Source: an optimization exercise on an open RTL-to-GDS flow (aim: small area and a short achievable clock period). Production flows keep margins and buffers that such runs may drop.
Only simulation tests tie the RTL to the original design; equivalence was not proved.

north:
==> flow/design.v <==
package fft_capture_pkg;
   localparam int FRAME_LEN  = 16;
   localparam int FRAME_BITS = 4;
   localparam int SAMPLE_DW  = 16;
   localparam int BW_DW      = 5;
   typedef enum logic [1:0] {
      IBUF_IDLE   = 2'h0,
      IBUF_STREAM = 2'h1,
      IBUF_FULL   = 2'h2
   } ibuf_state_t;
endpackage
`timescale 1ns/1ps
module stream_capture (
   input  logic        clk,
   input  logic        rst,
   input  logic        run,
   input  logic        in_valid,
   output logic [1:0]  buf_status,
   output logic        accept,
   output logic [3:0]  count,
   output logic [2:0]  wbank
);
   logic streaming;
   logic last_sample;
   assign streaming   = (buf_status == 2'h1);
   assign accept      = in_valid && streaming;
   assign last_sample = (count == 4'hf);
   always_ff @(posedge clk) begin
      if (rst) begin
         buf_status <= 2'h0;
         count      <= '0;
         wbank      <= 3'b001;
      end else begin
         case (buf_status)
            2'h0:    buf_status <= 2'h1;
            2'h1:    if (accept && last_sample) buf_status <= 2'h2;
            2'h2:    if (run) buf_status <= 2'h1;
            default: buf_status <= 2'h0;
         endcase
         if (run) begin
            count <= '0;
            wbank <= {wbank[1:0], wbank[2]};
         end else if (accept) begin
            count <= count + 1'b1;
         end
      end
   end
endmodule
`timescale 1ns/1ps
module bit_width_tracker (
   input  logic        clk,
   input  logic        rst,
   input  logic        run,
   input  logic        accept,
   input  logic [31:0] sample,
   output logic [4:0]  frame_bw
);
   logic [14:0] diff;
   logic [14:0] acc;
   logic        seen;
   logic [4:0]  acc_bw;
   logic [4:0]  mid_bw;
   always_comb begin
      for (int i = 0; i < 15; i++) begin
         diff[i] = (sample[i] ^ sample[15]) | (sample[16+i] ^ sample[31]);
      end
   end
   always_comb begin
      acc_bw = seen ? 5'd1 : 5'd0;
      for (int i = 0; i < 15; i++) begin
         if (acc[i]) acc_bw = 5'(i + 2);
      end
   end
   always_ff @(posedge clk) begin
      if (rst) begin
         acc      <= '0;
         seen     <= 1'b0;
         mid_bw   <= '0;
         frame_bw <= '0;
      end else if (run) begin
         acc      <= '0;
         seen     <= 1'b0;
         mid_bw   <= acc_bw;
         frame_bw <= mid_bw;
      end else if (accept) begin
         acc      <= acc | diff;
         seen     <= 1'b1;
      end
   end
endmodule
`timescale 1ns/1ps
module tri_bank_store (
   input  logic        clk,
   input  logic        rst,
   input  logic        accept,
   input  logic [3:0]  count,
   input  logic [2:0]  wbank,
   input  logic [31:0] wdata,
   input  logic        dma_act,
   input  logic [3:0]  dma_addr,
   output logic [31:0] dma_data
);
   logic [31:0] mem [48];
   logic [47:0] wsel;
   logic [47:0] rsel;
   logic [2:0]  dbank;
   logic [3:0]  rword;
   logic [31:0] rdata;
   assign dbank = {wbank[1:0], wbank[2]};
   assign rword = {dma_addr[0], dma_addr[1], dma_addr[2], dma_addr[3]};
   always_comb begin
      for (int b = 0; b < 3; b++) begin
         for (int c = 0; c < 16; c++) begin
            wsel[16*b+c] = accept && wbank[b] && (count == 4'(c));
            rsel[16*b+c] = dbank[b] && (rword == 4'(c));
         end
      end
   end
   always_ff @(posedge clk) begin
      for (int k = 0; k < 48; k++) begin
         if (wsel[k]) mem[k] <= wdata;
      end
   end
   always_comb begin
      rdata = '0;
      for (int k = 0; k < 48; k++) begin
         rdata = rdata | (mem[k] & {32{rsel[k]}});
      end
   end
   always_ff @(posedge clk) begin
      if (rst) begin
         dma_data <= '0;
      end else if (dma_act) begin
         dma_data <= rdata;
      end
   end
endmodule
`timescale 1ns/1ps
module fft_capture_top (
   input  logic        clk,
   input  logic        rst,
   input  logic        run,
   input  logic        in_valid,
   input  logic [31:0] in_sample,
   input  logic        dma_act,
   input  logic [3:0]  dma_addr,
   output logic [1:0]  buf_status,
   output logic [4:0]  frame_bw,
   output logic [31:0] dma_data
);
   logic       accept;
   logic [3:0] count;
   logic [2:0] wbank;
   stream_capture u_capture (
      .clk        (clk),
      .rst        (rst),
      .run        (run),
      .in_valid   (in_valid),
      .buf_status (buf_status),
      .accept     (accept),
      .count      (count),
      .wbank      (wbank)
   );
   bit_width_tracker u_width (
      .clk      (clk),
      .rst      (rst),
      .run      (run),
      .accept   (accept),
      .sample   (in_sample),
      .frame_bw (frame_bw)
   );
   tri_bank_store u_store (
      .clk      (clk),
      .rst      (rst),
      .accept   (accept),
      .count    (count),
      .wbank    (wbank),
      .wdata    (in_sample),
      .dma_act  (dma_act),
      .dma_addr (dma_addr),
      .dma_data (dma_data)
   );
endmodule
Settings: LEC_CHECK=0, CAP_MARGIN=20, CORE_MARGIN=2, CORE_UTILIZATION=50, PLACE_DENSITY=0.6, SLEW_MARGIN=20; clock period 4.5 ns.
run.sh (not shown) runs the stock make flow with config.mk's settings and CLKGATE_MAP_FILE= SYNTH_SCRIPT=/design/flow/synth_recipe.tcl, a recipe that flattens the netlist after the stock synthesis.
north went all the way through the flow, and no timing, DRC or antenna check failed.
--- input diff north..south ---
==> flow/design.v, changed modules only <==
module tri_bank_store (
   input  logic        clk,
   input  logic        rst,
   input  logic        accept,
   input  logic [3:0]  count,
   input  logic [2:0]  wbank,
   input  logic [31:0] wdata,
   input  logic        dma_act,
   input  logic [3:0]  dma_addr,
   output logic [31:0] dma_data
);
   logic [31:0] mem [48];
   logic [47:0] wsel;
   logic [2:0]  dbank;
   logic [3:0]  rword;
   logic [31:0] rdata;
   logic [31:0] dword [16];
   assign dbank = {wbank[1:0], wbank[2]};
   assign rword = {dma_addr[0], dma_addr[1], dma_addr[2], dma_addr[3]};
   always_comb begin
      for (int b = 0; b < 3; b++) begin
         for (int c = 0; c < 16; c++) begin
            wsel[16*b+c] = accept && wbank[b] && (count == 4'(c));
         end
      end
   end
   always_ff @(posedge clk) begin
      for (int k = 0; k < 48; k++) begin
         if (wsel[k]) mem[k] <= wdata;
      end
   end
   always_comb begin
      for (int c = 0; c < 16; c++) begin
         dword[c] = (mem[c]    & {32{dbank[0]}})
                  | (mem[16+c] & {32{dbank[1]}})
                  | (mem[32+c] & {32{dbank[2]}});
      end
   end
   always_comb begin
      rdata = '0;
      for (int c = 0; c < 16; c++) begin
         rdata = rdata | (dword[c] & {32{rword == 4'(c)}});
      end
   end
   always_ff @(posedge clk) begin
      if (rst) begin
         dma_data <= '0;
      end else if (dma_act) begin
         dma_data <= rdata;
      end
   end
endmodule
## What came out
south against north: worst hold slack after final layout dropped 87 ps; height of the die went down by 1.2%. north vs south, highest metal layer with signal wires: met5 vs met4. south vs. north: fraction of area in registers rose by 2.7 points, post-synthesis instance area has decreased, wire length of the first global-routing pass moved down.

afterwards: timing with drivers on the ports:
How much do the figures lean on ideal ports? The routed layouts below were timed once more, with nothing changed but the port constraints. Step 1 sets driving cells, clkbuf_16 on the clock port and buf_2 on the other inputs (assumed; they add their load-dependent delay and slew). Step 2 times the ports against the registers' clock, not the clock port: input delays grow and output delays shrink by t, the midpoint of the rising clock arrivals with the driver on. Slacks: no drivers / after step 1 / after step 2; pairs: no drivers / after step 1.
run	shift t [ns]	setup WS [ns]	worst setup path after step 2
north	0.858	1.092 / 1.118 / 0.260	input to register
south	0.845	1.090 / 1.090 / 0.661	input to register
After both steps setup and hold are still met in every run listed. For north, which loses most, drivers alone change the setup slack by +0.026 ns; drivers and shift together by -0.832 ns.
